From an optimization exercise on the open Yosys and OpenROAD flow, aimed at small area and few clock cycles per item; shortcuts taken in it are not production practice. The RTL was checked by simulation tests, not by an equivalence proof against the original design. Power figures rest on the tool's default switching activity, not on a simulated workload.

===== flow/design.v =====
package fpq_pkg;
	localparam int unsigned TAG_W       = 16;
	localparam int unsigned DUR_W       = 20;
	localparam int unsigned TIME_W      = 32;
	localparam int unsigned DELAY_W     = 25;
	localparam int unsigned LEN_W       = 7;
	localparam int unsigned SCALE_OUT_W = 8;
	localparam logic [1:0] ACT_ARRIVAL     = 2'd0;
	localparam logic [1:0] ACT_FEEDBACK    = 2'd1;
	localparam logic [1:0] ACT_SERVICE_END = 2'd2;
	localparam logic [1:0] ACT_IGNORED     = 2'd3;
	localparam logic [1:0] REG_QUEUE_LIMIT = 2'd0;
	localparam logic [1:0] REG_BACKOFF     = 2'd1;
	localparam logic [1:0] REG_RAISE       = 2'd2;
	localparam logic [LEN_W-1:0]  QUEUE_LIMIT_RST = 7'd64;
	localparam logic [TIME_W-1:0] BACKOFF_RST     = 32'd200000;
	localparam logic [TIME_W-1:0] RAISE_RST       = 32'd100000;
endpackage
module fpq_mul (
	input  logic [24:0] d17,
	input  logic [9:0]  t,
	output logic [30:0] z
);
	logic [9:0][24:0] pp;
	logic [33:0] p;
	always_comb begin
		for (int j = 0; j < 10; j++) begin
			pp[j] = d17 & {25{t[j]}};
		end
	end
	logic m1;
	logic m2;
	assign m1 = pp[9][0] ^ pp[8][1];
	assign m2 = pp[9][0] & pp[8][1];
	logic m3;
	logic m4;
	assign m3 = pp[9][1] ^ pp[8][2] ^ pp[7][3];
	assign m4 = (pp[9][1] & pp[8][2]) | (pp[9][1] & pp[7][3]) | (pp[8][2] & pp[7][3]);
	logic m5;
	logic m6;
	assign m5 = pp[9][2] ^ pp[8][3] ^ pp[7][4];
	assign m6 = (pp[9][2] & pp[8][3]) | (pp[9][2] & pp[7][4]) | (pp[8][3] & pp[7][4]);
	logic m7;
	logic m8;
	assign m7 = pp[9][3] ^ pp[8][4] ^ pp[7][5];
	assign m8 = (pp[9][3] & pp[8][4]) | (pp[9][3] & pp[7][5]) | (pp[8][4] & pp[7][5]);
	logic m9;
	logic m10;
	assign m9 = pp[9][4] ^ pp[8][5] ^ pp[7][6];
	assign m10 = (pp[9][4] & pp[8][5]) | (pp[9][4] & pp[7][6]) | (pp[8][5] & pp[7][6]);
	logic m11;
	logic m12;
	assign m11 = pp[9][5] ^ pp[8][6] ^ pp[7][7];
	assign m12 = (pp[9][5] & pp[8][6]) | (pp[9][5] & pp[7][7]) | (pp[8][6] & pp[7][7]);
	logic m13;
	logic m14;
	assign m13 = pp[9][6] ^ pp[8][7] ^ pp[7][8];
	assign m14 = (pp[9][6] & pp[8][7]) | (pp[9][6] & pp[7][8]) | (pp[8][7] & pp[7][8]);
	logic m15;
	logic m16;
	assign m15 = pp[9][7] ^ pp[8][8] ^ pp[7][9];
	assign m16 = (pp[9][7] & pp[8][8]) | (pp[9][7] & pp[7][9]) | (pp[8][8] & pp[7][9]);
	logic m17;
	logic m18;
	assign m17 = pp[9][8] ^ pp[8][9] ^ pp[7][10];
	assign m18 = (pp[9][8] & pp[8][9]) | (pp[9][8] & pp[7][10]) | (pp[8][9] & pp[7][10]);
	logic m19;
	logic m20;
	assign m19 = pp[9][9] ^ pp[8][10] ^ pp[7][11];
	assign m20 = (pp[9][9] & pp[8][10]) | (pp[9][9] & pp[7][11]) | (pp[8][10] & pp[7][11]);
	logic m21;
	logic m22;
	assign m21 = pp[9][10] ^ pp[8][11] ^ pp[7][12];
	assign m22 = (pp[9][10] & pp[8][11]) | (pp[9][10] & pp[7][12]) | (pp[8][11] & pp[7][12]);
	logic m23;
	logic m24;
	assign m23 = pp[9][11] ^ pp[8][12] ^ pp[7][13];
	assign m24 = (pp[9][11] & pp[8][12]) | (pp[9][11] & pp[7][13]) | (pp[8][12] & pp[7][13]);
	logic m25;
	logic m26;
	assign m25 = pp[9][12] ^ pp[8][13] ^ pp[7][14];
	assign m26 = (pp[9][12] & pp[8][13]) | (pp[9][12] & pp[7][14]) | (pp[8][13] & pp[7][14]);
	logic m27;
	logic m28;
	assign m27 = pp[9][13] ^ pp[8][14] ^ pp[7][15];
	assign m28 = (pp[9][13] & pp[8][14]) | (pp[9][13] & pp[7][15]) | (pp[8][14] & pp[7][15]);
	logic m29;
	logic m30;
	assign m29 = pp[9][14] ^ pp[8][15] ^ pp[7][16];
	assign m30 = (pp[9][14] & pp[8][15]) | (pp[9][14] & pp[7][16]) | (pp[8][15] & pp[7][16]);
	logic m31;
	logic m32;
	assign m31 = pp[9][15] ^ pp[8][16] ^ pp[7][17];
	assign m32 = (pp[9][15] & pp[8][16]) | (pp[9][15] & pp[7][17]) | (pp[8][16] & pp[7][17]);
	logic m33;
	logic m34;
	assign m33 = pp[9][16] ^ pp[8][17];
	assign m34 = pp[9][16] & pp[8][17];
	logic m35;
	logic m36;
	assign m35 = pp[6][0] ^ pp[5][1];
	assign m36 = pp[6][0] & pp[5][1];
	logic m37;
	logic m38;
	assign m37 = pp[7][0] ^ pp[6][1] ^ pp[5][2];
	assign m38 = (pp[7][0] & pp[6][1]) | (pp[7][0] & pp[5][2]) | (pp[6][1] & pp[5][2]);
	logic m39;
	logic m40;
	assign m39 = pp[4][3] ^ pp[3][4];
	assign m40 = pp[4][3] & pp[3][4];
	logic m41;
	logic m42;
	assign m41 = pp[8][0] ^ pp[7][1] ^ pp[6][2];
	assign m42 = (pp[8][0] & pp[7][1]) | (pp[8][0] & pp[6][2]) | (pp[7][1] & pp[6][2]);
	logic m43;
	logic m44;
	assign m43 = pp[5][3] ^ pp[4][4] ^ pp[3][5];
	assign m44 = (pp[5][3] & pp[4][4]) | (pp[5][3] & pp[3][5]) | (pp[4][4] & pp[3][5]);
	logic m45;
	logic m46;
	assign m45 = pp[2][6] ^ pp[1][7];
	assign m46 = pp[2][6] & pp[1][7];
	logic m47;
	logic m48;
	assign m47 = m1 ^ pp[7][2] ^ pp[6][3];
	assign m48 = (m1 & pp[7][2]) | (m1 & pp[6][3]) | (pp[7][2] & pp[6][3]);
	logic m49;
	logic m50;
	assign m49 = pp[5][4] ^ pp[4][5] ^ pp[3][6];
	assign m50 = (pp[5][4] & pp[4][5]) | (pp[5][4] & pp[3][6]) | (pp[4][5] & pp[3][6]);
	logic m51;
	logic m52;
	assign m51 = pp[2][7] ^ pp[1][8] ^ pp[0][9];
	assign m52 = (pp[2][7] & pp[1][8]) | (pp[2][7] & pp[0][9]) | (pp[1][8] & pp[0][9]);
	logic m53;
	logic m54;
	assign m53 = m3 ^ pp[6][4] ^ pp[5][5];
	assign m54 = (m3 & pp[6][4]) | (m3 & pp[5][5]) | (pp[6][4] & pp[5][5]);
	logic m55;
	logic m56;
	assign m55 = pp[4][6] ^ pp[3][7] ^ pp[2][8];
	assign m56 = (pp[4][6] & pp[3][7]) | (pp[4][6] & pp[2][8]) | (pp[3][7] & pp[2][8]);
	logic m57;
	logic m58;
	assign m57 = pp[1][9] ^ pp[0][10] ^ m2;
	assign m58 = (pp[1][9] & pp[0][10]) | (pp[1][9] & m2) | (pp[0][10] & m2);
	logic m59;
	logic m60;
	assign m59 = m5 ^ pp[6][5] ^ pp[5][6];
	assign m60 = (m5 & pp[6][5]) | (m5 & pp[5][6]) | (pp[6][5] & pp[5][6]);
	logic m61;
	logic m62;
	assign m61 = pp[4][7] ^ pp[3][8] ^ pp[2][9];
	assign m62 = (pp[4][7] & pp[3][8]) | (pp[4][7] & pp[2][9]) | (pp[3][8] & pp[2][9]);
	logic m63;
	logic m64;
	assign m63 = pp[1][10] ^ pp[0][11] ^ m4;
	assign m64 = (pp[1][10] & pp[0][11]) | (pp[1][10] & m4) | (pp[0][11] & m4);
	logic m65;
	logic m66;
	assign m65 = m7 ^ pp[6][6] ^ pp[5][7];
	assign m66 = (m7 & pp[6][6]) | (m7 & pp[5][7]) | (pp[6][6] & pp[5][7]);
	logic m67;
	logic m68;
	assign m67 = pp[4][8] ^ pp[3][9] ^ pp[2][10];
	assign m68 = (pp[4][8] & pp[3][9]) | (pp[4][8] & pp[2][10]) | (pp[3][9] & pp[2][10]);
	logic m69;
	logic m70;
	assign m69 = pp[1][11] ^ pp[0][12] ^ m6;
	assign m70 = (pp[1][11] & pp[0][12]) | (pp[1][11] & m6) | (pp[0][12] & m6);
	logic m71;
	logic m72;
	assign m71 = m9 ^ pp[6][7] ^ pp[5][8];
	assign m72 = (m9 & pp[6][7]) | (m9 & pp[5][8]) | (pp[6][7] & pp[5][8]);
	logic m73;
	logic m74;
	assign m73 = pp[4][9] ^ pp[3][10] ^ pp[2][11];
	assign m74 = (pp[4][9] & pp[3][10]) | (pp[4][9] & pp[2][11]) | (pp[3][10] & pp[2][11]);
	logic m75;
	logic m76;
	assign m75 = pp[1][12] ^ pp[0][13] ^ m8;
	assign m76 = (pp[1][12] & pp[0][13]) | (pp[1][12] & m8) | (pp[0][13] & m8);
	logic m77;
	logic m78;
	assign m77 = m11 ^ pp[6][8] ^ pp[5][9];
	assign m78 = (m11 & pp[6][8]) | (m11 & pp[5][9]) | (pp[6][8] & pp[5][9]);
	logic m79;
	logic m80;
	assign m79 = pp[4][10] ^ pp[3][11] ^ pp[2][12];
	assign m80 = (pp[4][10] & pp[3][11]) | (pp[4][10] & pp[2][12]) | (pp[3][11] & pp[2][12]);
	logic m81;
	logic m82;
	assign m81 = pp[1][13] ^ pp[0][14] ^ m10;
	assign m82 = (pp[1][13] & pp[0][14]) | (pp[1][13] & m10) | (pp[0][14] & m10);
	logic m83;
	logic m84;
	assign m83 = m13 ^ pp[6][9] ^ pp[5][10];
	assign m84 = (m13 & pp[6][9]) | (m13 & pp[5][10]) | (pp[6][9] & pp[5][10]);
	logic m85;
	logic m86;
	assign m85 = pp[4][11] ^ pp[3][12] ^ pp[2][13];
	assign m86 = (pp[4][11] & pp[3][12]) | (pp[4][11] & pp[2][13]) | (pp[3][12] & pp[2][13]);
	logic m87;
	logic m88;
	assign m87 = pp[1][14] ^ pp[0][15] ^ m12;
	assign m88 = (pp[1][14] & pp[0][15]) | (pp[1][14] & m12) | (pp[0][15] & m12);
	logic m89;
	logic m90;
	assign m89 = m15 ^ pp[6][10] ^ pp[5][11];
	assign m90 = (m15 & pp[6][10]) | (m15 & pp[5][11]) | (pp[6][10] & pp[5][11]);
	logic m91;
	logic m92;
	assign m91 = pp[4][12] ^ pp[3][13] ^ pp[2][14];
	assign m92 = (pp[4][12] & pp[3][13]) | (pp[4][12] & pp[2][14]) | (pp[3][13] & pp[2][14]);
	logic m93;
	logic m94;
	assign m93 = pp[1][15] ^ pp[0][16] ^ m14;
	assign m94 = (pp[1][15] & pp[0][16]) | (pp[1][15] & m14) | (pp[0][16] & m14);
	logic m95;
	logic m96;
	assign m95 = m17 ^ pp[6][11] ^ pp[5][12];
	assign m96 = (m17 & pp[6][11]) | (m17 & pp[5][12]) | (pp[6][11] & pp[5][12]);
	logic m97;
	logic m98;
	assign m97 = pp[4][13] ^ pp[3][14] ^ pp[2][15];
	assign m98 = (pp[4][13] & pp[3][14]) | (pp[4][13] & pp[2][15]) | (pp[3][14] & pp[2][15]);
	logic m99;
	logic m100;
	assign m99 = pp[1][16] ^ pp[0][17] ^ m16;
	assign m100 = (pp[1][16] & pp[0][17]) | (pp[1][16] & m16) | (pp[0][17] & m16);
	logic m101;
	logic m102;
	assign m101 = m19 ^ pp[6][12] ^ pp[5][13];
	assign m102 = (m19 & pp[6][12]) | (m19 & pp[5][13]) | (pp[6][12] & pp[5][13]);
	logic m103;
	logic m104;
	assign m103 = pp[4][14] ^ pp[3][15] ^ pp[2][16];
	assign m104 = (pp[4][14] & pp[3][15]) | (pp[4][14] & pp[2][16]) | (pp[3][15] & pp[2][16]);
	logic m105;
	logic m106;
	assign m105 = pp[1][17] ^ pp[0][18] ^ m18;
	assign m106 = (pp[1][17] & pp[0][18]) | (pp[1][17] & m18) | (pp[0][18] & m18);
	logic m107;
	logic m108;
	assign m107 = m21 ^ pp[6][13] ^ pp[5][14];
	assign m108 = (m21 & pp[6][13]) | (m21 & pp[5][14]) | (pp[6][13] & pp[5][14]);
	logic m109;
	logic m110;
	assign m109 = pp[4][15] ^ pp[3][16] ^ pp[2][17];
	assign m110 = (pp[4][15] & pp[3][16]) | (pp[4][15] & pp[2][17]) | (pp[3][16] & pp[2][17]);
	logic m111;
	logic m112;
	assign m111 = pp[1][18] ^ pp[0][19] ^ m20;
	assign m112 = (pp[1][18] & pp[0][19]) | (pp[1][18] & m20) | (pp[0][19] & m20);
	logic m113;
	logic m114;
	assign m113 = m23 ^ pp[6][14] ^ pp[5][15];
	assign m114 = (m23 & pp[6][14]) | (m23 & pp[5][15]) | (pp[6][14] & pp[5][15]);
	logic m115;
	logic m116;
	assign m115 = pp[4][16] ^ pp[3][17] ^ pp[2][18];
	assign m116 = (pp[4][16] & pp[3][17]) | (pp[4][16] & pp[2][18]) | (pp[3][17] & pp[2][18]);
	logic m117;
	logic m118;
	assign m117 = pp[1][19] ^ pp[0][20] ^ m22;
	assign m118 = (pp[1][19] & pp[0][20]) | (pp[1][19] & m22) | (pp[0][20] & m22);
	logic m119;
	logic m120;
	assign m119 = m25 ^ pp[6][15] ^ pp[5][16];
	assign m120 = (m25 & pp[6][15]) | (m25 & pp[5][16]) | (pp[6][15] & pp[5][16]);
	logic m121;
	logic m122;
	assign m121 = pp[4][17] ^ pp[3][18] ^ pp[2][19];
	assign m122 = (pp[4][17] & pp[3][18]) | (pp[4][17] & pp[2][19]) | (pp[3][18] & pp[2][19]);
	logic m123;
	logic m124;
	assign m123 = pp[1][20] ^ pp[0][21] ^ m24;
	assign m124 = (pp[1][20] & pp[0][21]) | (pp[1][20] & m24) | (pp[0][21] & m24);
	logic m125;
	logic m126;
	assign m125 = m27 ^ pp[6][16] ^ pp[5][17];
	assign m126 = (m27 & pp[6][16]) | (m27 & pp[5][17]) | (pp[6][16] & pp[5][17]);
	logic m127;
	logic m128;
	assign m127 = pp[4][18] ^ pp[3][19] ^ pp[2][20];
	assign m128 = (pp[4][18] & pp[3][19]) | (pp[4][18] & pp[2][20]) | (pp[3][19] & pp[2][20]);
	logic m129;
	logic m130;
	assign m129 = pp[1][21] ^ pp[0][22] ^ m26;
	assign m130 = (pp[1][21] & pp[0][22]) | (pp[1][21] & m26) | (pp[0][22] & m26);
	logic m131;
	logic m132;
	assign m131 = m29 ^ pp[6][17] ^ pp[5][18];
	assign m132 = (m29 & pp[6][17]) | (m29 & pp[5][18]) | (pp[6][17] & pp[5][18]);
	logic m133;
	logic m134;
	assign m133 = pp[4][19] ^ pp[3][20] ^ pp[2][21];
	assign m134 = (pp[4][19] & pp[3][20]) | (pp[4][19] & pp[2][21]) | (pp[3][20] & pp[2][21]);
	logic m135;
	logic m136;
	assign m135 = pp[1][22] ^ pp[0][23] ^ m28;
	assign m136 = (pp[1][22] & pp[0][23]) | (pp[1][22] & m28) | (pp[0][23] & m28);
	logic m137;
	logic m138;
	assign m137 = m31 ^ pp[6][18] ^ pp[5][19];
	assign m138 = (m31 & pp[6][18]) | (m31 & pp[5][19]) | (pp[6][18] & pp[5][19]);
	logic m139;
	logic m140;
	assign m139 = pp[4][20] ^ pp[3][21] ^ pp[2][22];
	assign m140 = (pp[4][20] & pp[3][21]) | (pp[4][20] & pp[2][22]) | (pp[3][21] & pp[2][22]);
	logic m141;
	logic m142;
	assign m141 = pp[1][23] ^ pp[0][24] ^ m30;
	assign m142 = (pp[1][23] & pp[0][24]) | (pp[1][23] & m30) | (pp[0][24] & m30);
	logic m143;
	logic m144;
	assign m143 = m33 ^ pp[7][18] ^ pp[6][19];
	assign m144 = (m33 & pp[7][18]) | (m33 & pp[6][19]) | (pp[7][18] & pp[6][19]);
	logic m145;
	logic m146;
	assign m145 = pp[5][20] ^ pp[4][21] ^ pp[3][22];
	assign m146 = (pp[5][20] & pp[4][21]) | (pp[5][20] & pp[3][22]) | (pp[4][21] & pp[3][22]);
	logic m147;
	logic m148;
	assign m147 = pp[2][23] ^ pp[1][24] ^ m32;
	assign m148 = (pp[2][23] & pp[1][24]) | (pp[2][23] & m32) | (pp[1][24] & m32);
	logic m149;
	logic m150;
	assign m149 = pp[9][17] ^ pp[8][18] ^ pp[7][19];
	assign m150 = (pp[9][17] & pp[8][18]) | (pp[9][17] & pp[7][19]) | (pp[8][18] & pp[7][19]);
	logic m151;
	logic m152;
	assign m151 = pp[6][20] ^ pp[5][21] ^ pp[4][22];
	assign m152 = (pp[6][20] & pp[5][21]) | (pp[6][20] & pp[4][22]) | (pp[5][21] & pp[4][22]);
	logic m153;
	logic m154;
	assign m153 = pp[3][23] ^ pp[2][24] ^ m34;
	assign m154 = (pp[3][23] & pp[2][24]) | (pp[3][23] & m34) | (pp[2][24] & m34);
	logic m155;
	logic m156;
	assign m155 = pp[9][18] ^ pp[8][19] ^ pp[7][20];
	assign m156 = (pp[9][18] & pp[8][19]) | (pp[9][18] & pp[7][20]) | (pp[8][19] & pp[7][20]);
	logic m157;
	logic m158;
	assign m157 = pp[6][21] ^ pp[5][22] ^ pp[4][23];
	assign m158 = (pp[6][21] & pp[5][22]) | (pp[6][21] & pp[4][23]) | (pp[5][22] & pp[4][23]);
	logic m159;
	logic m160;
	assign m159 = pp[9][19] ^ pp[8][20] ^ pp[7][21];
	assign m160 = (pp[9][19] & pp[8][20]) | (pp[9][19] & pp[7][21]) | (pp[8][20] & pp[7][21]);
	logic m161;
	logic m162;
	assign m161 = pp[4][0] ^ pp[3][1];
	assign m162 = pp[4][0] & pp[3][1];
	logic m163;
	logic m164;
	assign m163 = pp[5][0] ^ pp[4][1] ^ pp[3][2];
	assign m164 = (pp[5][0] & pp[4][1]) | (pp[5][0] & pp[3][2]) | (pp[4][1] & pp[3][2]);
	logic m165;
	logic m166;
	assign m165 = pp[2][3] ^ pp[1][4];
	assign m166 = pp[2][3] & pp[1][4];
	logic m167;
	logic m168;
	assign m167 = m35 ^ pp[4][2] ^ pp[3][3];
	assign m168 = (m35 & pp[4][2]) | (m35 & pp[3][3]) | (pp[4][2] & pp[3][3]);
	logic m169;
	logic m170;
	assign m169 = pp[2][4] ^ pp[1][5] ^ pp[0][6];
	assign m170 = (pp[2][4] & pp[1][5]) | (pp[2][4] & pp[0][6]) | (pp[1][5] & pp[0][6]);
	logic m171;
	logic m172;
	assign m171 = m37 ^ m39 ^ pp[2][5];
	assign m172 = (m37 & m39) | (m37 & pp[2][5]) | (m39 & pp[2][5]);
	logic m173;
	logic m174;
	assign m173 = pp[1][6] ^ pp[0][7] ^ m36;
	assign m174 = (pp[1][6] & pp[0][7]) | (pp[1][6] & m36) | (pp[0][7] & m36);
	logic m175;
	logic m176;
	assign m175 = m41 ^ m43 ^ m45;
	assign m176 = (m41 & m43) | (m41 & m45) | (m43 & m45);
	logic m177;
	logic m178;
	assign m177 = pp[0][8] ^ m38 ^ m40;
	assign m178 = (pp[0][8] & m38) | (pp[0][8] & m40) | (m38 & m40);
	logic m179;
	logic m180;
	assign m179 = m47 ^ m49 ^ m51;
	assign m180 = (m47 & m49) | (m47 & m51) | (m49 & m51);
	logic m181;
	logic m182;
	assign m181 = m42 ^ m44 ^ m46;
	assign m182 = (m42 & m44) | (m42 & m46) | (m44 & m46);
	logic m183;
	logic m184;
	assign m183 = m53 ^ m55 ^ m57;
	assign m184 = (m53 & m55) | (m53 & m57) | (m55 & m57);
	logic m185;
	logic m186;
	assign m185 = m48 ^ m50 ^ m52;
	assign m186 = (m48 & m50) | (m48 & m52) | (m50 & m52);
	logic m187;
	logic m188;
	assign m187 = m59 ^ m61 ^ m63;
	assign m188 = (m59 & m61) | (m59 & m63) | (m61 & m63);
	logic m189;
	logic m190;
	assign m189 = m54 ^ m56 ^ m58;
	assign m190 = (m54 & m56) | (m54 & m58) | (m56 & m58);
	logic m191;
	logic m192;
	assign m191 = m65 ^ m67 ^ m69;
	assign m192 = (m65 & m67) | (m65 & m69) | (m67 & m69);
	logic m193;
	logic m194;
	assign m193 = m60 ^ m62 ^ m64;
	assign m194 = (m60 & m62) | (m60 & m64) | (m62 & m64);
	logic m195;
	logic m196;
	assign m195 = m71 ^ m73 ^ m75;
	assign m196 = (m71 & m73) | (m71 & m75) | (m73 & m75);
	logic m197;
	logic m198;
	assign m197 = m66 ^ m68 ^ m70;
	assign m198 = (m66 & m68) | (m66 & m70) | (m68 & m70);
	logic m199;
	logic m200;
	assign m199 = m77 ^ m79 ^ m81;
	assign m200 = (m77 & m79) | (m77 & m81) | (m79 & m81);
	logic m201;
	logic m202;
	assign m201 = m72 ^ m74 ^ m76;
	assign m202 = (m72 & m74) | (m72 & m76) | (m74 & m76);
	logic m203;
	logic m204;
	assign m203 = m83 ^ m85 ^ m87;
	assign m204 = (m83 & m85) | (m83 & m87) | (m85 & m87);
	logic m205;
	logic m206;
	assign m205 = m78 ^ m80 ^ m82;
	assign m206 = (m78 & m80) | (m78 & m82) | (m80 & m82);
	logic m207;
	logic m208;
	assign m207 = m89 ^ m91 ^ m93;
	assign m208 = (m89 & m91) | (m89 & m93) | (m91 & m93);
	logic m209;
	logic m210;
	assign m209 = m84 ^ m86 ^ m88;
	assign m210 = (m84 & m86) | (m84 & m88) | (m86 & m88);
	logic m211;
	logic m212;
	assign m211 = m95 ^ m97 ^ m99;
	assign m212 = (m95 & m97) | (m95 & m99) | (m97 & m99);
	logic m213;
	logic m214;
	assign m213 = m90 ^ m92 ^ m94;
	assign m214 = (m90 & m92) | (m90 & m94) | (m92 & m94);
	logic m215;
	logic m216;
	assign m215 = m101 ^ m103 ^ m105;
	assign m216 = (m101 & m103) | (m101 & m105) | (m103 & m105);
	logic m217;
	logic m218;
	assign m217 = m96 ^ m98 ^ m100;
	assign m218 = (m96 & m98) | (m96 & m100) | (m98 & m100);
	logic m219;
	logic m220;
	assign m219 = m107 ^ m109 ^ m111;
	assign m220 = (m107 & m109) | (m107 & m111) | (m109 & m111);
	logic m221;
	logic m222;
	assign m221 = m102 ^ m104 ^ m106;
	assign m222 = (m102 & m104) | (m102 & m106) | (m104 & m106);
	logic m223;
	logic m224;
	assign m223 = m113 ^ m115 ^ m117;
	assign m224 = (m113 & m115) | (m113 & m117) | (m115 & m117);
	logic m225;
	logic m226;
	assign m225 = m108 ^ m110 ^ m112;
	assign m226 = (m108 & m110) | (m108 & m112) | (m110 & m112);
	logic m227;
	logic m228;
	assign m227 = m119 ^ m121 ^ m123;
	assign m228 = (m119 & m121) | (m119 & m123) | (m121 & m123);
	logic m229;
	logic m230;
	assign m229 = m114 ^ m116 ^ m118;
	assign m230 = (m114 & m116) | (m114 & m118) | (m116 & m118);
	logic m231;
	logic m232;
	assign m231 = m125 ^ m127 ^ m129;
	assign m232 = (m125 & m127) | (m125 & m129) | (m127 & m129);
	logic m233;
	logic m234;
	assign m233 = m120 ^ m122 ^ m124;
	assign m234 = (m120 & m122) | (m120 & m124) | (m122 & m124);
	logic m235;
	logic m236;
	assign m235 = m131 ^ m133 ^ m135;
	assign m236 = (m131 & m133) | (m131 & m135) | (m133 & m135);
	logic m237;
	logic m238;
	assign m237 = m126 ^ m128 ^ m130;
	assign m238 = (m126 & m128) | (m126 & m130) | (m128 & m130);
	logic m239;
	logic m240;
	assign m239 = m137 ^ m139 ^ m141;
	assign m240 = (m137 & m139) | (m137 & m141) | (m139 & m141);
	logic m241;
	logic m242;
	assign m241 = m132 ^ m134 ^ m136;
	assign m242 = (m132 & m134) | (m132 & m136) | (m134 & m136);
	logic m243;
	logic m244;
	assign m243 = m143 ^ m145 ^ m147;
	assign m244 = (m143 & m145) | (m143 & m147) | (m145 & m147);
	logic m245;
	logic m246;
	assign m245 = m138 ^ m140 ^ m142;
	assign m246 = (m138 & m140) | (m138 & m142) | (m140 & m142);
	logic m247;
	logic m248;
	assign m247 = m149 ^ m151 ^ m153;
	assign m248 = (m149 & m151) | (m149 & m153) | (m151 & m153);
	logic m249;
	logic m250;
	assign m249 = m144 ^ m146 ^ m148;
	assign m250 = (m144 & m146) | (m144 & m148) | (m146 & m148);
	logic m251;
	logic m252;
	assign m251 = m155 ^ m157 ^ pp[3][24];
	assign m252 = (m155 & m157) | (m155 & pp[3][24]) | (m157 & pp[3][24]);
	logic m253;
	logic m254;
	assign m253 = m150 ^ m152 ^ m154;
	assign m254 = (m150 & m152) | (m150 & m154) | (m152 & m154);
	logic m255;
	logic m256;
	assign m255 = m159 ^ pp[6][22] ^ pp[5][23];
	assign m256 = (m159 & pp[6][22]) | (m159 & pp[5][23]) | (pp[6][22] & pp[5][23]);
	logic m257;
	logic m258;
	assign m257 = pp[4][24] ^ m156 ^ m158;
	assign m258 = (pp[4][24] & m156) | (pp[4][24] & m158) | (m156 & m158);
	logic m259;
	logic m260;
	assign m259 = pp[9][20] ^ pp[8][21] ^ pp[7][22];
	assign m260 = (pp[9][20] & pp[8][21]) | (pp[9][20] & pp[7][22]) | (pp[8][21] & pp[7][22]);
	logic m261;
	logic m262;
	assign m261 = pp[6][23] ^ pp[5][24] ^ m160;
	assign m262 = (pp[6][23] & pp[5][24]) | (pp[6][23] & m160) | (pp[5][24] & m160);
	logic m263;
	logic m264;
	assign m263 = pp[9][21] ^ pp[8][22] ^ pp[7][23];
	assign m264 = (pp[9][21] & pp[8][22]) | (pp[9][21] & pp[7][23]) | (pp[8][22] & pp[7][23]);
	logic m265;
	logic m266;
	assign m265 = pp[3][0] ^ pp[2][1];
	assign m266 = pp[3][0] & pp[2][1];
	logic m267;
	logic m268;
	assign m267 = m161 ^ pp[2][2] ^ pp[1][3];
	assign m268 = (m161 & pp[2][2]) | (m161 & pp[1][3]) | (pp[2][2] & pp[1][3]);
	logic m269;
	logic m270;
	assign m269 = m163 ^ m165 ^ pp[0][5];
	assign m270 = (m163 & m165) | (m163 & pp[0][5]) | (m165 & pp[0][5]);
	logic m271;
	logic m272;
	assign m271 = m167 ^ m169 ^ m164;
	assign m272 = (m167 & m169) | (m167 & m164) | (m169 & m164);
	logic m273;
	logic m274;
	assign m273 = m171 ^ m173 ^ m168;
	assign m274 = (m171 & m173) | (m171 & m168) | (m173 & m168);
	logic m275;
	logic m276;
	assign m275 = m175 ^ m177 ^ m172;
	assign m276 = (m175 & m177) | (m175 & m172) | (m177 & m172);
	logic m277;
	logic m278;
	assign m277 = m179 ^ m181 ^ m176;
	assign m278 = (m179 & m181) | (m179 & m176) | (m181 & m176);
	logic m279;
	logic m280;
	assign m279 = m183 ^ m185 ^ m180;
	assign m280 = (m183 & m185) | (m183 & m180) | (m185 & m180);
	logic m281;
	logic m282;
	assign m281 = m187 ^ m189 ^ m184;
	assign m282 = (m187 & m189) | (m187 & m184) | (m189 & m184);
	logic m283;
	logic m284;
	assign m283 = m191 ^ m193 ^ m188;
	assign m284 = (m191 & m193) | (m191 & m188) | (m193 & m188);
	logic m285;
	logic m286;
	assign m285 = m195 ^ m197 ^ m192;
	assign m286 = (m195 & m197) | (m195 & m192) | (m197 & m192);
	logic m287;
	logic m288;
	assign m287 = m199 ^ m201 ^ m196;
	assign m288 = (m199 & m201) | (m199 & m196) | (m201 & m196);
	logic m289;
	logic m290;
	assign m289 = m203 ^ m205 ^ m200;
	assign m290 = (m203 & m205) | (m203 & m200) | (m205 & m200);
	logic m291;
	logic m292;
	assign m291 = m207 ^ m209 ^ m204;
	assign m292 = (m207 & m209) | (m207 & m204) | (m209 & m204);
	logic m293;
	logic m294;
	assign m293 = m211 ^ m213 ^ m208;
	assign m294 = (m211 & m213) | (m211 & m208) | (m213 & m208);
	logic m295;
	logic m296;
	assign m295 = m215 ^ m217 ^ m212;
	assign m296 = (m215 & m217) | (m215 & m212) | (m217 & m212);
	logic m297;
	logic m298;
	assign m297 = m219 ^ m221 ^ m216;
	assign m298 = (m219 & m221) | (m219 & m216) | (m221 & m216);
	logic m299;
	logic m300;
	assign m299 = m223 ^ m225 ^ m220;
	assign m300 = (m223 & m225) | (m223 & m220) | (m225 & m220);
	logic m301;
	logic m302;
	assign m301 = m227 ^ m229 ^ m224;
	assign m302 = (m227 & m229) | (m227 & m224) | (m229 & m224);
	logic m303;
	logic m304;
	assign m303 = m231 ^ m233 ^ m228;
	assign m304 = (m231 & m233) | (m231 & m228) | (m233 & m228);
	logic m305;
	logic m306;
	assign m305 = m235 ^ m237 ^ m232;
	assign m306 = (m235 & m237) | (m235 & m232) | (m237 & m232);
	logic m307;
	logic m308;
	assign m307 = m239 ^ m241 ^ m236;
	assign m308 = (m239 & m241) | (m239 & m236) | (m241 & m236);
	logic m309;
	logic m310;
	assign m309 = m243 ^ m245 ^ m240;
	assign m310 = (m243 & m245) | (m243 & m240) | (m245 & m240);
	logic m311;
	logic m312;
	assign m311 = m247 ^ m249 ^ m244;
	assign m312 = (m247 & m249) | (m247 & m244) | (m249 & m244);
	logic m313;
	logic m314;
	assign m313 = m251 ^ m253 ^ m248;
	assign m314 = (m251 & m253) | (m251 & m248) | (m253 & m248);
	logic m315;
	logic m316;
	assign m315 = m255 ^ m257 ^ m252;
	assign m316 = (m255 & m257) | (m255 & m252) | (m257 & m252);
	logic m317;
	logic m318;
	assign m317 = m259 ^ m261 ^ m256;
	assign m318 = (m259 & m261) | (m259 & m256) | (m261 & m256);
	logic m319;
	logic m320;
	assign m319 = m263 ^ pp[6][24] ^ m260;
	assign m320 = (m263 & pp[6][24]) | (m263 & m260) | (pp[6][24] & m260);
	logic m321;
	logic m322;
	assign m321 = pp[9][22] ^ pp[8][23] ^ pp[7][24];
	assign m322 = (pp[9][22] & pp[8][23]) | (pp[9][22] & pp[7][24]) | (pp[8][23] & pp[7][24]);
	logic m323;
	logic m324;
	assign m323 = pp[2][0] ^ pp[1][1];
	assign m324 = pp[2][0] & pp[1][1];
	logic m325;
	logic m326;
	assign m325 = m265 ^ pp[1][2] ^ pp[0][3];
	assign m326 = (m265 & pp[1][2]) | (m265 & pp[0][3]) | (pp[1][2] & pp[0][3]);
	logic m327;
	logic m328;
	assign m327 = m267 ^ pp[0][4] ^ m266;
	assign m328 = (m267 & pp[0][4]) | (m267 & m266) | (pp[0][4] & m266);
	logic m329;
	logic m330;
	assign m329 = m269 ^ m162 ^ m268;
	assign m330 = (m269 & m162) | (m269 & m268) | (m162 & m268);
	logic m331;
	logic m332;
	assign m331 = m271 ^ m166 ^ m270;
	assign m332 = (m271 & m166) | (m271 & m270) | (m166 & m270);
	logic m333;
	logic m334;
	assign m333 = m273 ^ m170 ^ m272;
	assign m334 = (m273 & m170) | (m273 & m272) | (m170 & m272);
	logic m335;
	logic m336;
	assign m335 = m275 ^ m174 ^ m274;
	assign m336 = (m275 & m174) | (m275 & m274) | (m174 & m274);
	logic m337;
	logic m338;
	assign m337 = m277 ^ m178 ^ m276;
	assign m338 = (m277 & m178) | (m277 & m276) | (m178 & m276);
	logic m339;
	logic m340;
	assign m339 = m279 ^ m182 ^ m278;
	assign m340 = (m279 & m182) | (m279 & m278) | (m182 & m278);
	logic m341;
	logic m342;
	assign m341 = m281 ^ m186 ^ m280;
	assign m342 = (m281 & m186) | (m281 & m280) | (m186 & m280);
	logic m343;
	logic m344;
	assign m343 = m283 ^ m190 ^ m282;
	assign m344 = (m283 & m190) | (m283 & m282) | (m190 & m282);
	logic m345;
	logic m346;
	assign m345 = m285 ^ m194 ^ m284;
	assign m346 = (m285 & m194) | (m285 & m284) | (m194 & m284);
	logic m347;
	logic m348;
	assign m347 = m287 ^ m198 ^ m286;
	assign m348 = (m287 & m198) | (m287 & m286) | (m198 & m286);
	logic m349;
	logic m350;
	assign m349 = m289 ^ m202 ^ m288;
	assign m350 = (m289 & m202) | (m289 & m288) | (m202 & m288);
	logic m351;
	logic m352;
	assign m351 = m291 ^ m206 ^ m290;
	assign m352 = (m291 & m206) | (m291 & m290) | (m206 & m290);
	logic m353;
	logic m354;
	assign m353 = m293 ^ m210 ^ m292;
	assign m354 = (m293 & m210) | (m293 & m292) | (m210 & m292);
	logic m355;
	logic m356;
	assign m355 = m295 ^ m214 ^ m294;
	assign m356 = (m295 & m214) | (m295 & m294) | (m214 & m294);
	logic m357;
	logic m358;
	assign m357 = m297 ^ m218 ^ m296;
	assign m358 = (m297 & m218) | (m297 & m296) | (m218 & m296);
	logic m359;
	logic m360;
	assign m359 = m299 ^ m222 ^ m298;
	assign m360 = (m299 & m222) | (m299 & m298) | (m222 & m298);
	logic m361;
	logic m362;
	assign m361 = m301 ^ m226 ^ m300;
	assign m362 = (m301 & m226) | (m301 & m300) | (m226 & m300);
	logic m363;
	logic m364;
	assign m363 = m303 ^ m230 ^ m302;
	assign m364 = (m303 & m230) | (m303 & m302) | (m230 & m302);
	logic m365;
	logic m366;
	assign m365 = m305 ^ m234 ^ m304;
	assign m366 = (m305 & m234) | (m305 & m304) | (m234 & m304);
	logic m367;
	logic m368;
	assign m367 = m307 ^ m238 ^ m306;
	assign m368 = (m307 & m238) | (m307 & m306) | (m238 & m306);
	logic m369;
	logic m370;
	assign m369 = m309 ^ m242 ^ m308;
	assign m370 = (m309 & m242) | (m309 & m308) | (m242 & m308);
	logic m371;
	logic m372;
	assign m371 = m311 ^ m246 ^ m310;
	assign m372 = (m311 & m246) | (m311 & m310) | (m246 & m310);
	logic m373;
	logic m374;
	assign m373 = m313 ^ m250 ^ m312;
	assign m374 = (m313 & m250) | (m313 & m312) | (m250 & m312);
	logic m375;
	logic m376;
	assign m375 = m315 ^ m254 ^ m314;
	assign m376 = (m315 & m254) | (m315 & m314) | (m254 & m314);
	logic m377;
	logic m378;
	assign m377 = m317 ^ m258 ^ m316;
	assign m378 = (m317 & m258) | (m317 & m316) | (m258 & m316);
	logic m379;
	logic m380;
	assign m379 = m319 ^ m262 ^ m318;
	assign m380 = (m319 & m262) | (m319 & m318) | (m262 & m318);
	logic m381;
	logic m382;
	assign m381 = m321 ^ m264 ^ m320;
	assign m382 = (m321 & m264) | (m321 & m320) | (m264 & m320);
	logic m383;
	logic m384;
	assign m383 = pp[9][23] ^ pp[8][24] ^ m322;
	assign m384 = (pp[9][23] & pp[8][24]) | (pp[9][23] & m322) | (pp[8][24] & m322);
	logic [33:0] mr0, mr1;
	assign mr0 = {pp[9][24], m383, m381, m379, m377, m375, m373, m371, m369, m367, m365, m363, m361, m359, m357, m355, m353, m351, m349, m347, m345, m343, m341, m339, m337, m335, m333, m331, m329, m327, m325, m323, pp[1][0], pp[0][0]};
	assign mr1 = {m384, m382, m380, m378, m376, m374, m372, m370, m368, m366, m364, m362, m360, m358, m356, m354, m352, m350, m348, m346, m344, m342, m340, m338, m336, m334, m332, m330, m328, m326, m324, pp[0][2], pp[0][1], 1'b0};
	assign p = mr0 + mr1;
	assign z = p[33:3];
endmodule
module fpq_delay (
	input  logic [30:0] z,
	output logic [24:0] delay
);
	logic [30:0] sum;
	logic s1;
	logic s2;
	assign s1 = z[0] ^ z[8];
	assign s2 = z[0] & z[8];
	logic s3;
	logic s4;
	assign s3 = z[1] ^ z[9];
	assign s4 = z[1] & z[9];
	logic s5;
	logic s6;
	assign s5 = z[2] ^ z[10] ^ z[18];
	assign s6 = (z[2] & z[10]) | (z[2] & z[18]) | (z[10] & z[18]);
	logic s7;
	logic s8;
	assign s7 = z[3] ^ z[11];
	assign s8 = z[3] & z[11];
	logic s9;
	logic s10;
	assign s9 = z[4] ^ z[12];
	assign s10 = z[4] & z[12];
	logic s11;
	logic s12;
	assign s11 = z[5] ^ z[13];
	assign s12 = z[5] & z[13];
	logic s13;
	logic s14;
	assign s13 = z[6] ^ z[14];
	assign s14 = z[6] & z[14];
	logic s15;
	logic s16;
	assign s15 = s1 ^ z[16];
	assign s16 = s1 & z[16];
	logic s17;
	logic s18;
	assign s17 = s3 ^ z[17] ^ z[25];
	assign s18 = (s3 & z[17]) | (s3 & z[25]) | (z[17] & z[25]);
	logic s19;
	logic s20;
	assign s19 = s5 ^ z[26] ^ 1'b1;
	assign s20 = (s5 & z[26]) | (s5 & 1'b1) | (z[26] & 1'b1);
	logic s21;
	logic s22;
	assign s21 = s7 ^ z[19] ^ z[27];
	assign s22 = (s7 & z[19]) | (s7 & z[27]) | (z[19] & z[27]);
	logic s23;
	logic s24;
	assign s23 = s9 ^ z[20] ^ z[28];
	assign s24 = (s9 & z[20]) | (s9 & z[28]) | (z[20] & z[28]);
	logic s25;
	logic s26;
	assign s25 = s11 ^ z[21] ^ z[29];
	assign s26 = (s11 & z[21]) | (s11 & z[29]) | (z[21] & z[29]);
	logic s27;
	logic s28;
	assign s27 = s13 ^ z[22] ^ z[30];
	assign s28 = (s13 & z[22]) | (s13 & z[30]) | (z[22] & z[30]);
	logic s29;
	logic s30;
	assign s29 = z[7] ^ z[15] ^ z[23];
	assign s30 = (z[7] & z[15]) | (z[7] & z[23]) | (z[15] & z[23]);
	logic s31;
	logic s32;
	assign s31 = z[8] ^ z[16];
	assign s32 = z[8] & z[16];
	logic s33;
	logic s34;
	assign s33 = z[9] ^ z[17];
	assign s34 = z[9] & z[17];
	logic s35;
	logic s36;
	assign s35 = z[10] ^ z[18];
	assign s36 = z[10] & z[18];
	logic s37;
	logic s38;
	assign s37 = z[11] ^ z[19];
	assign s38 = z[11] & z[19];
	logic s39;
	logic s40;
	assign s39 = z[12] ^ z[20];
	assign s40 = z[12] & z[20];
	logic s41;
	logic s42;
	assign s41 = z[13] ^ z[21];
	assign s42 = z[13] & z[21];
	logic s43;
	logic s44;
	assign s43 = z[14] ^ z[22];
	assign s44 = z[14] & z[22];
	logic s45;
	logic s46;
	assign s45 = s15 ^ z[24];
	assign s46 = s15 & z[24];
	logic s47;
	logic s48;
	assign s47 = s17 ^ s2 ^ s16;
	assign s48 = (s17 & s2) | (s17 & s16) | (s2 & s16);
	logic s49;
	logic s50;
	assign s49 = s19 ^ s4 ^ s18;
	assign s50 = (s19 & s4) | (s19 & s18) | (s4 & s18);
	logic s51;
	logic s52;
	assign s51 = s21 ^ s6 ^ s20;
	assign s52 = (s21 & s6) | (s21 & s20) | (s6 & s20);
	logic s53;
	logic s54;
	assign s53 = s23 ^ s8 ^ s22;
	assign s54 = (s23 & s8) | (s23 & s22) | (s8 & s22);
	logic s55;
	logic s56;
	assign s55 = s25 ^ s10 ^ s24;
	assign s56 = (s25 & s10) | (s25 & s24) | (s10 & s24);
	logic s57;
	logic s58;
	assign s57 = s27 ^ s12 ^ s26;
	assign s58 = (s27 & s12) | (s27 & s26) | (s12 & s26);
	logic s59;
	logic s60;
	assign s59 = s29 ^ s14 ^ s28;
	assign s60 = (s29 & s14) | (s29 & s28) | (s14 & s28);
	logic s61;
	logic s62;
	assign s61 = s31 ^ z[24] ^ s30;
	assign s62 = (s31 & z[24]) | (s31 & s30) | (z[24] & s30);
	logic s63;
	logic s64;
	assign s63 = s33 ^ z[25] ^ s32;
	assign s64 = (s33 & z[25]) | (s33 & s32) | (z[25] & s32);
	logic s65;
	logic s66;
	assign s65 = s35 ^ z[26] ^ s34;
	assign s66 = (s35 & z[26]) | (s35 & s34) | (z[26] & s34);
	logic s67;
	logic s68;
	assign s67 = s37 ^ z[27] ^ s36;
	assign s68 = (s37 & z[27]) | (s37 & s36) | (z[27] & s36);
	logic s69;
	logic s70;
	assign s69 = s39 ^ z[28] ^ s38;
	assign s70 = (s39 & z[28]) | (s39 & s38) | (z[28] & s38);
	logic s71;
	logic s72;
	assign s71 = s41 ^ z[29] ^ s40;
	assign s72 = (s41 & z[29]) | (s41 & s40) | (z[29] & s40);
	logic s73;
	logic s74;
	assign s73 = s43 ^ z[30] ^ s42;
	assign s74 = (s43 & z[30]) | (s43 & s42) | (z[30] & s42);
	logic s75;
	logic s76;
	assign s75 = z[15] ^ z[23] ^ s44;
	assign s76 = (z[15] & z[23]) | (z[15] & s44) | (z[23] & s44);
	logic s77;
	logic s78;
	assign s77 = z[16] ^ z[24];
	assign s78 = z[16] & z[24];
	logic s79;
	logic s80;
	assign s79 = z[17] ^ z[25];
	assign s80 = z[17] & z[25];
	logic s81;
	logic s82;
	assign s81 = z[18] ^ z[26];
	assign s82 = z[18] & z[26];
	logic s83;
	logic s84;
	assign s83 = z[19] ^ z[27];
	assign s84 = z[19] & z[27];
	logic s85;
	logic s86;
	assign s85 = z[20] ^ z[28];
	assign s86 = z[20] & z[28];
	logic s87;
	logic s88;
	assign s87 = z[21] ^ z[29];
	assign s88 = z[21] & z[29];
	logic s89;
	logic s90;
	assign s89 = z[22] ^ z[30];
	assign s90 = z[22] & z[30];
	logic [30:0] sr0, sr1;
	assign sr0 = {z[30], z[29], z[28], z[27], z[26], z[25], z[24], z[23], s89, s87, s85, s83, s81, s79, s77, s75, s73, s71, s69, s67, s65, s63, s61, s59, s57, s55, s53, s51, s49, s47, s45};
	assign sr1 = {1'b0, 1'b0, 1'b0, 1'b0, 1'b0, 1'b0, 1'b0, s90, s88, s86, s84, s82, s80, s78, s76, s74, s72, s70, s68, s66, s64, s62, s60, s58, s56, s54, s52, s50, s48, s46, 1'b1};
	assign sum = sr0 + sr1;
	assign delay = sum[30:6];
endmodule
module feedback_paced_drop_tail_queue_top #(
	parameter int unsigned QUEUE_DEPTH = 64,
	parameter int unsigned SCALE_MAX   = 255
) (
	input  logic        clk,
	input  logic        arst_n,
	input  logic        psel,
	input  logic        penable,
	input  logic        pwrite,
	input  logic [3:0]  paddr,
	input  logic [31:0] pwdata,
	output logic [31:0] prdata,
	output logic        pready,
	input  logic        item_valid,
	output logic        item_stall,
	input  logic [1:0]  action,
	input  logic [31:0] now_time,
	input  logic [15:0] packet_tag,
	input  logic [19:0] packet_duration,
	input  logic        queue_full_flag,
	input  logic        receiver_full_flag,
	output logic        result_valid,
	input  logic        result_stall,
	output logic        sent_valid,
	output logic [15:0] sent_tag,
	output logic [24:0] service_delay,
	output logic        start_service_now,
	output logic        dropped,
	output logic [6:0]  queue_length,
	output logic [7:0]  scale_tenths
);
	localparam int unsigned TAG_W  = fpq_pkg::TAG_W;
	localparam int unsigned DUR_W  = fpq_pkg::DUR_W;
	localparam int unsigned TIME_W = fpq_pkg::TIME_W;
	localparam int unsigned LEN_W  = fpq_pkg::LEN_W;
	localparam int unsigned ENT_W  = TAG_W + DUR_W;
	logic [LEN_W-1:0]  limit_q;
	logic [TIME_W-1:0] backoff_q;
	logic [TIME_W-1:0] raise_q;
	logic              cfg_wr;
	logic [QUEUE_DEPTH-1:0][ENT_W-1:0] mem_q;
	logic [5:0]        last_pop_q;
	logic [6:0]        count_q;
	logic              busy_q;
	logic [7:0]        scale_q;
	logic [9:0]        t_q;
	logic [TIME_W-1:0] last_q;
	logic              valid0_q;
	logic              sent0_q;
	logic              start0_q;
	logic              dropped0_q;
	logic              result_valid_q;
	logic              sent_q;
	logic              start_q;
	logic              dropped_q;
	logic [6:0]        qlen_q;
	logic [7:0]        scale_out_q;
	logic [TAG_W-1:0]  tag_q;
	logic [30:0]       z_q;
	logic              adv;
	logic              acc;
	logic [TIME_W-1:0] elapsed;
	logic              dec;
	logic              raise_hit;
	logic              inc;
	logic              pop;
	logic              go_idle;
	logic              drop;
	logic              push;
	logic              start;
	logic [5:0]        tail;
	logic [QUEUE_DEPTH-1:0] at_last;
	logic [DUR_W-1:0]  head_dur;
	logic [24:0]       d17;
	logic [24:0]       d17_q;
	logic [TAG_W-1:0]  rd_tag;
	assign pready = 1'b1;
	assign cfg_wr = psel && penable && pwrite;
	always_ff @(posedge clk or negedge arst_n) begin
		if (!arst_n) begin
			limit_q   <= fpq_pkg::QUEUE_LIMIT_RST;
			backoff_q <= fpq_pkg::BACKOFF_RST;
			raise_q   <= fpq_pkg::RAISE_RST;
		end else if (cfg_wr) begin
			case (paddr[3:2])
				fpq_pkg::REG_QUEUE_LIMIT: limit_q   <= pwdata[LEN_W-1:0];
				fpq_pkg::REG_BACKOFF:     backoff_q <= pwdata;
				fpq_pkg::REG_RAISE:       raise_q   <= pwdata;
				default: ;
			endcase
		end
	end
	always_comb begin
		case (paddr[3:2])
			fpq_pkg::REG_QUEUE_LIMIT: prdata = 32'(limit_q);
			fpq_pkg::REG_BACKOFF:     prdata = backoff_q;
			fpq_pkg::REG_RAISE:       prdata = raise_q;
			default:                  prdata = 32'd0;
		endcase
	end
	assign adv        = !result_valid_q || !result_stall;
	assign item_stall = !adv;
	assign acc        = item_valid && adv;
	always_comb begin
		elapsed   = now_time - last_q;
		dec       = (action != fpq_pkg::ACT_IGNORED) && (elapsed >= backoff_q) &&
			(scale_q > 8'd1);
		raise_hit = (action == fpq_pkg::ACT_FEEDBACK) &&
			(queue_full_flag || receiver_full_flag) && (elapsed >= raise_q);
		inc       = raise_hit && (dec || scale_q != 8'd255);
		pop       = (action == fpq_pkg::ACT_SERVICE_END) && (count_q != 7'd0);
		go_idle   = (action == fpq_pkg::ACT_SERVICE_END) && (count_q == 7'd0);
		drop      = (action == fpq_pkg::ACT_ARRIVAL) &&
			((count_q >= limit_q) || count_q[6]);
		push      = (action == fpq_pkg::ACT_ARRIVAL) && !drop;
		start     = push && !busy_q;
		tail      = last_pop_q + 6'd1 + count_q[5:0];
	end
	always_ff @(posedge clk or negedge arst_n) begin
		if (!arst_n) begin
			last_pop_q <= '0;
			count_q    <= '0;
			busy_q     <= 1'b0;
			scale_q    <= '0;
			t_q        <= 10'd30;
			last_q     <= '0;
		end else if (acc) begin
			if (push) begin
				count_q <= count_q + 7'd1;
			end else if (pop) begin
				count_q <= count_q - 7'd1;
			end
			if (inc && !dec) begin
				scale_q <= scale_q + 8'd1;
				t_q     <= t_q + 10'd3;
			end else if (dec && !inc) begin
				scale_q <= scale_q - 8'd1;
				t_q     <= t_q - 10'd3;
			end
			if (raise_hit) begin
				last_q <= now_time;
			end
			if (pop) begin
				last_pop_q <= last_pop_q + 6'd1;
			end
			if (pop || start) begin
				busy_q <= 1'b1;
			end else if (go_idle) begin
				busy_q <= 1'b0;
			end
		end
	end
	always_ff @(posedge clk) begin
		for (int i = 0; i < QUEUE_DEPTH; i++) begin
			if (acc && push && tail == 6'(i)) begin
				mem_q[i] <= {packet_tag, packet_duration};
			end
		end
	end
	always_ff @(posedge clk or negedge arst_n) begin
		if (!arst_n) begin
			valid0_q   <= 1'b0;
			sent0_q    <= 1'b0;
			start0_q   <= 1'b0;
			dropped0_q <= 1'b0;
		end else if (adv) begin
			valid0_q   <= acc;
			sent0_q    <= acc && pop;
			start0_q   <= start;
			dropped0_q <= drop;
		end
	end
	always_comb begin
		for (int i = 0; i < QUEUE_DEPTH; i++) begin
			at_last[i] = last_pop_q == 6'(i);
		end
	end
	always_comb begin
		head_dur = '0;
		for (int i = 0; i < QUEUE_DEPTH; i++) begin
			head_dur = head_dur | (mem_q[i][DUR_W-1:0] &
				{DUR_W{acc && pop && at_last[(i + QUEUE_DEPTH - 1) % QUEUE_DEPTH]}});
		end
		d17 = 25'(head_dur) + {head_dur, 4'b0000};
	end
	always_ff @(posedge clk) begin
		if (adv) begin
			d17_q <= d17;
		end
	end
	always_comb begin
		rd_tag = '0;
		for (int i = 0; i < QUEUE_DEPTH; i++) begin
			rd_tag = rd_tag | (mem_q[i][ENT_W-1:DUR_W] & {TAG_W{sent0_q && at_last[i]}});
		end
	end
	logic [30:0] z;
	fpq_mul u_mul (
		.d17   (d17_q),
		.t     (t_q),
		.z     (z)
	);
	always_ff @(posedge clk or negedge arst_n) begin
		if (!arst_n) begin
			result_valid_q <= 1'b0;
		end else if (adv) begin
			result_valid_q <= valid0_q;
		end
	end
	always_ff @(posedge clk) begin
		if (adv) begin
			sent_q      <= sent0_q;
			start_q     <= start0_q;
			dropped_q   <= dropped0_q;
			qlen_q      <= count_q;
			scale_out_q <= scale_q;
			tag_q       <= rd_tag;
			z_q         <= z;
		end
	end
	logic [24:0] delay;
	fpq_delay u_delay (
		.z     (z_q),
		.delay (delay)
	);
	assign result_valid      = result_valid_q;
	assign sent_valid        = sent_q;
	assign sent_tag          = tag_q;
	assign service_delay     = delay;
	assign start_service_now = start_q;
	assign dropped           = dropped_q;
	assign queue_length      = qlen_q;
	assign scale_tenths      = scale_out_q;
endmodule

===== flow/flow/run.sh =====
#!/bin/bash
# Own layout flow: the standard synthesis unchanged, then the standard
# layout steps with different settings for port buffering, clock tree and
# area recovery. Each step's output goes to a log file of its own here.
set -euo pipefail
bash standard.sh synth > synth.log 2>&1
CTS="-sink_clustering_enable -repair_clock_nets -dont_use_dummy_load"
CTS="$CTS -buf_list {sky130_fd_sc_hd__clkbuf_4 sky130_fd_sc_hd__clkbuf_8}"
bash standard.sh \
	"BUFFER_PORTS_ARGS=-buffer_cell sky130_fd_sc_hd__buf_2" \
	"CTS_ARGS=$CTS" \
	"RECOVER_POWER=100" \
	finish > layout.log 2>&1

===== flow/standard.sh =====
#!/bin/bash
# synth_recipe.tcl (not shown) runs the flow's synth.tcl, then flattens the netlist and writes it again
# the make line also repeats each setting of config.mk as NAME=value (left out here)
make -C /OpenROAD-flow-scripts/flow DESIGN_CONFIG=/design/flow/config.mk WORK_HOME=/design/flow/orfs CLKGATE_MAP_FILE= SYNTH_SCRIPT=/design/flow/synth_recipe.tcl "${@:-finish}"

===== flow/config.mk =====
export PLATFORM = sky130hd
export DESIGN_NAME = feedback_paced_drop_tail_queue_top
export DESIGN_NICKNAME = feedback_paced_drop_tail_queue_top
export VERILOG_FILES = /design/flow/design.v
export SDC_FILE = /design/flow/constraint.sdc
export NUM_CORES = 4
export LEC_CHECK = 0
export CAP_MARGIN = 5
export CORE_MARGIN = 2
export CORE_UTILIZATION = 40
export GPL_TIMING_DRIVEN = 0
export SLEW_MARGIN = 5

===== flow/constraint.sdc =====
create_clock -name core_clock -period 7.2 [get_ports {clk}]
set_input_delay 1.4400 -clock core_clock [delete_from_list [all_inputs] [get_ports {clk}]]
set_output_delay 1.4400 -clock core_clock [all_outputs]
set_load 0.01 [all_outputs]

==> impl_results.md <==
- Layout Cells excl Fill: 10900
- Setup-failing EPs final: 86
- Hold WS: 0.447 ns
- Critical-path cell list: ha_1, clkbuf_1, nand3_1, xnor2_1, ha_1, a21oi_1, xnor2_1, nand2_1, clkbuf_1, nor2_1, clkbuf_1
- Largest family of logic cells by synthesized area: compound AO/OA/AOI/OAI gates
- Clock Power: 10.3 mW
- #FFs+latches synth: 2534
- Endpoints failing hold: 0
- Clock Tree Buf Depth: 4
- Placed cells: 10500
- Period Utilization, post-route: 1.05
- Critical Path Source Type: register
- Asr flop ratio synth: 0.0552
- Crit path DAT: 8.13 ns
- Origin of the critical flop-to-flop path: last_pop_q[0]$_DFFE_PN0N_
- Clock power frac: 0.249
- Clock Pin Slew Worst Setup and Hold Paths: 0.06 ns
- Area contributors post-synth: edfxtp_1 68%, fa_1 4.0%, a22oi_1 3.3%
- Initial antenna violation count: 34
- Via count: 71600
- Setup crit end kind: register
- Combinational Power Share: 0.325
- Critical path's top delay family: simple AND/OR/NAND/NOR gates
- Worst Path Max Fanout: 13
- Worst Setup SP: last_pop_q[0]$_DFFE_PN0N_
- Buf+Inv Stages, Crit Path: 3
- Routed Antenna Nets: 0
- Total combinational power: 13.4 mW
- Post-synth EDFFs: 2394
- Sequential power: 17.7 mW
- Number of core rows: 188
- Met1 global-route usage: 0.400
- Clk Latency, worst-skew pair: 1.17 ns
- Synth Area in Compound Gates: 0.114
- Initial Utilization: 0.401
- Post-synthesis instance area: 0.105 mm^2
- Crit path capture: mem_q[1883]$_DFFE_PP_
- WHS Endpoint: scale_out_q[4]$_DFFE_PN_
- Synth Area in Simple Gates: 0.0596
- Sw frac: 0.335
- R2r endpoint: mem_q[1883]$_DFFE_PP_
- XOR/XNOR Fraction of Synth Area: 0.0102
- Mux cell area share after synthesis: 0.00795
- Worst slew pin tran: 3.48 ns
- Largest area contributor in the netlist: edfxtp_1
- Leakage: 40.8 nW
- GR Overflow Total: 0
- Biggest cell delay along the critical path: 1.94 ns
- Required @ worst endpoint: 7.79 ns
- DR pass1 iterations: 7
- Global-route wire length before repair: 571 mm
- Reg power frac: 0.427
- Avg Cell Area, Syn: 16.0 um^2
- Mapped Cells: 6549
- GRT busiest layer: met2
- Post-Route WL: 431 mm
- Cts hold-fix bufs: 0
- DR vias/cell: 6.55
- Clk root buf: clkbuf_8
- GP Congestion: 0.905
- Core box area: 0.262 mm^2
- Power Density: 350 mW/mm^2
- Area grow syn2layout: 12.6%
- Max-Cap Viols: 178
- Top-area cell type share of the netlist area: 0.685
- Slowest CP cell: nor2_1
- Final Max Slew Viols: 4306
- Largest net degree at the start of global routing: 87
- All-Layer GR Usage: 0.316
- Adder-cell share of the synthesized area: 0.0675
- Netlist cell types: 70
- HPWL Detailed: 287 mm
- Hold Path Depth: 0
- CTS tree: done
- Grt met3 use: 0.107
- Slew headroom: -1.32
- Top_reg_cell synth: edfxtp_1
- Max IR drop VDD: 1.05 mV
- Met2 Resource Use GR: 0.471
- RSZ-0062 raised after global routing: false
- HP Class: register to register
- Post-synthesis net count: 7104
- Max H-tree Level: 5
- Floorplan die width: 516 um
- Proportion of layout cells with a drive suffix above 1: 0.117
- Pint: 27.5 mW
- Top Consumer: sequential cells
- Psw: 13.9 mW
- Initial drt markers: 13100
- Hold wc startpoint: scale_q[4]$_DFFE_PN0P_
- # port buffers: 205
- Outcome: failed layout checks
- Clk sink count: 2534
- Minimum clock period: 7.53 ns
- Setup CP Type: register to register
- Die Ht: 516 um
- F_max: 0.133 GHz
- Final clock skew: 0.171 ns
- Die ar.: 0.266 mm^2
- Number of cells on the critical path: 11
- R2R Setup Slk: -0.33 ns
- R2R cell count: 11
- # IOs: 209
- Setup WS post-layout: -0.332 ns
- Most used cell, CP: clkbuf_1
- Vias in the first global route: 67300
- Routed wire length per instance: 39.4 um
- Cts bufs inserted: 411
- Warning count from the yosys run: 2
- Failed Checks: capacitance limit, slew limit, setup timing
- Fin nets: 7947
- Post-synthesis sequential area ratio: 0.719
- Number of remaining DRC errors: 0
==> cells in the mapped netlist (all sizes together) (39+ instances only) <==
library cell,number
fa,210
xnor2,81
a22o,374
a221oi,314
mux2,67
a21o,55
nand4,130
a21oi,105
xor2,41
ha,230
nor2,247
inv,335
clkbuf,233
edfxtp,2394
nor3,112
dfrtp,123
o21ai,110
a22oi,458
nand2,305
buf,40
nand3,78
and2,200
nor4,39
==> logic make-up (layout without fill, tap and decap cells) <==
kind of cell,count (synthesis),in the layout
buf+inv,608,1449
fa+ha+maj,440,440
other cells,1,22
compound gates,1531,1531
xor+xnor,122,122
simple gates,1238,1238
flops,2534,2534
mux,75,75
==> routing by layer <==
layer	routed length (um)	part of all wire
met1	147000	0.34
met2	183000	0.42
met3	67300	0.16
met4	33500	0.078
met5	256	0.00059
==> stage by stage <==
| stage | util | total power [mW] | cell area (um^2) | setup slack [ns] | TNS (ns) |
|---|---|---|---|---|---|
| floorplan | - | 27.3 | 105000 | 0.00451 | 0 |
| global placement | 0.422 | 30.9 | 110000 | -3.45 | -5932.09 |
| detailed placement | 0.441 | 31.6 | 115000 | -1.33 | -26.17 |
| CTS | 0.463 | 41.6 | 121000 | 0.00606 | 0 |
| global route | 0.452 | 43.6 | 118000 | 0.00656 | 0 |
| finish | 0.452 | 41.4 | 118000 | -0.332 | -9.71 |
==> cell type report <==
| class | instances | area [um^2] |
|---|---|---|
| fillers | 22900 | 143000 |
| flip-flops and latches | 2534 | 75400 |
| multi-input cells | 3407 | 27500 |
| clock buffers | 411 | 5660 |
| well taps | 3515 | 4400 |
| repair buffers | 434 | 2710 |
| inverters | 335 | 1260 |
| plain buffers | 269 | 1180 |
| diodes | 21 | 52.6 |
==> placed cells by master, fill, tap and decap left out, types with 18 or more instances in the layout <==
master,n
xor2_1,41
a21o_1,55
nand3_1,77
fa_1,209
a22oi_1,458
a221oi_1,314
edfxtp_1,2394
diode_2,21
nor2_2,38
dfrtp_1,123
a21oi_1,98
ha_1,227
inv_1,333
and2_1,197
a22o_1,373
nand2b_1,22
nor4_1,37
nor2b_1,23
nand2_1,305
o21a_1,18
nor3_1,104
mux2_2,67
clkbuf_2,110
nor2_1,208
xnor2_1,81
and3_1,19
buf_8,35
buf_2,93
nand4_1,130
o21ai_0,105
or4_1,19
a221o_1,34
clkbuf_8,411
clkbuf_1,399
==> registers in the layout (all words and copies together), names as in the netlist, 7 cells and up <==
register,cells
mem_q,2304
count_q,7
scale_out_q,8
limit_q,7
d17_q,25
backoff_q,32
z_q,31
t_q,10
scale_q,8
raise_q,32
last_q,32
tag_q,16
qlen_q,7
==> what timing repair did <==
| item | 4_1_cts | 5_1_grt |
|---|---|---|
| cloned | 0 | 0 |
| endpoints found under the hold margin | 0 | 0 |
| pin swaps | 1 | 22 |
| gates resized for setup | 19 | 55 |
| setup buffers | 2 | 11 |
| endpoints found under the setup margin | 12 | 16 |
==> power groups by stage <==
stage | registers, mW | clock network [mW] | logic [mW]
floorplan | 17.7 | 0 | 9.59
global placement | 17.9 | 0 | 13.0
detailed placement | 17.9 | 0 | 13.6
CTS | 17.6 | 10.2 | 13.8
==> how the worst min path moves through the flow <==
| stage | endpoint | start | slack, ns |
|---|---|---|---|
| 2_1_floorplan | scale_out_q[4]$_DFFE_PN_ | scale_q[4]$_DFFE_PN0P_ | 0.42 |
| 3_3_place_gp | scale_out_q[4]$_DFFE_PN_ | scale_q[4]$_DFFE_PN0P_ | 0.43 |
| 3_5_place_dp | scale_out_q[4]$_DFFE_PN_ | scale_q[4]$_DFFE_PN0P_ | 0.44 |
| 4_1_cts | raise_q[20]$_DFFE_PN0P_ | arst_n | 0.24 |
Testbench counts, summed over its fixed seeds: cycles 24,016, items 24,000.

## static timing again, ports no longer ideal
The flow's constraints put no driver on any port. The routed layout listed below was extracted and timed again, unchanged, in two steps. Step 1 assumes that a clkbuf_16 drives the clock port and a buf_2 every other input. Step 2 moves the port delays by t, midway between the first and last clock arrival at a register: inputs arrive t later, outputs are due t later. That takes back most of the time a late clock gives input paths. a / b / c = no drivers / after step 1 / after step 2; a / b = the first two.
t (ns): 1.177
setup WS [ns]: -0.332 / -0.332 / -0.866
clock arrival spread, ns: 0.186 / 0.186
worst slew at a driven data input, ns: 0.17
cell pins on the clock port's net: 1
For this run, drivers alone change the setup slack by 0.000 ns; drivers and shift together by -0.534 ns.
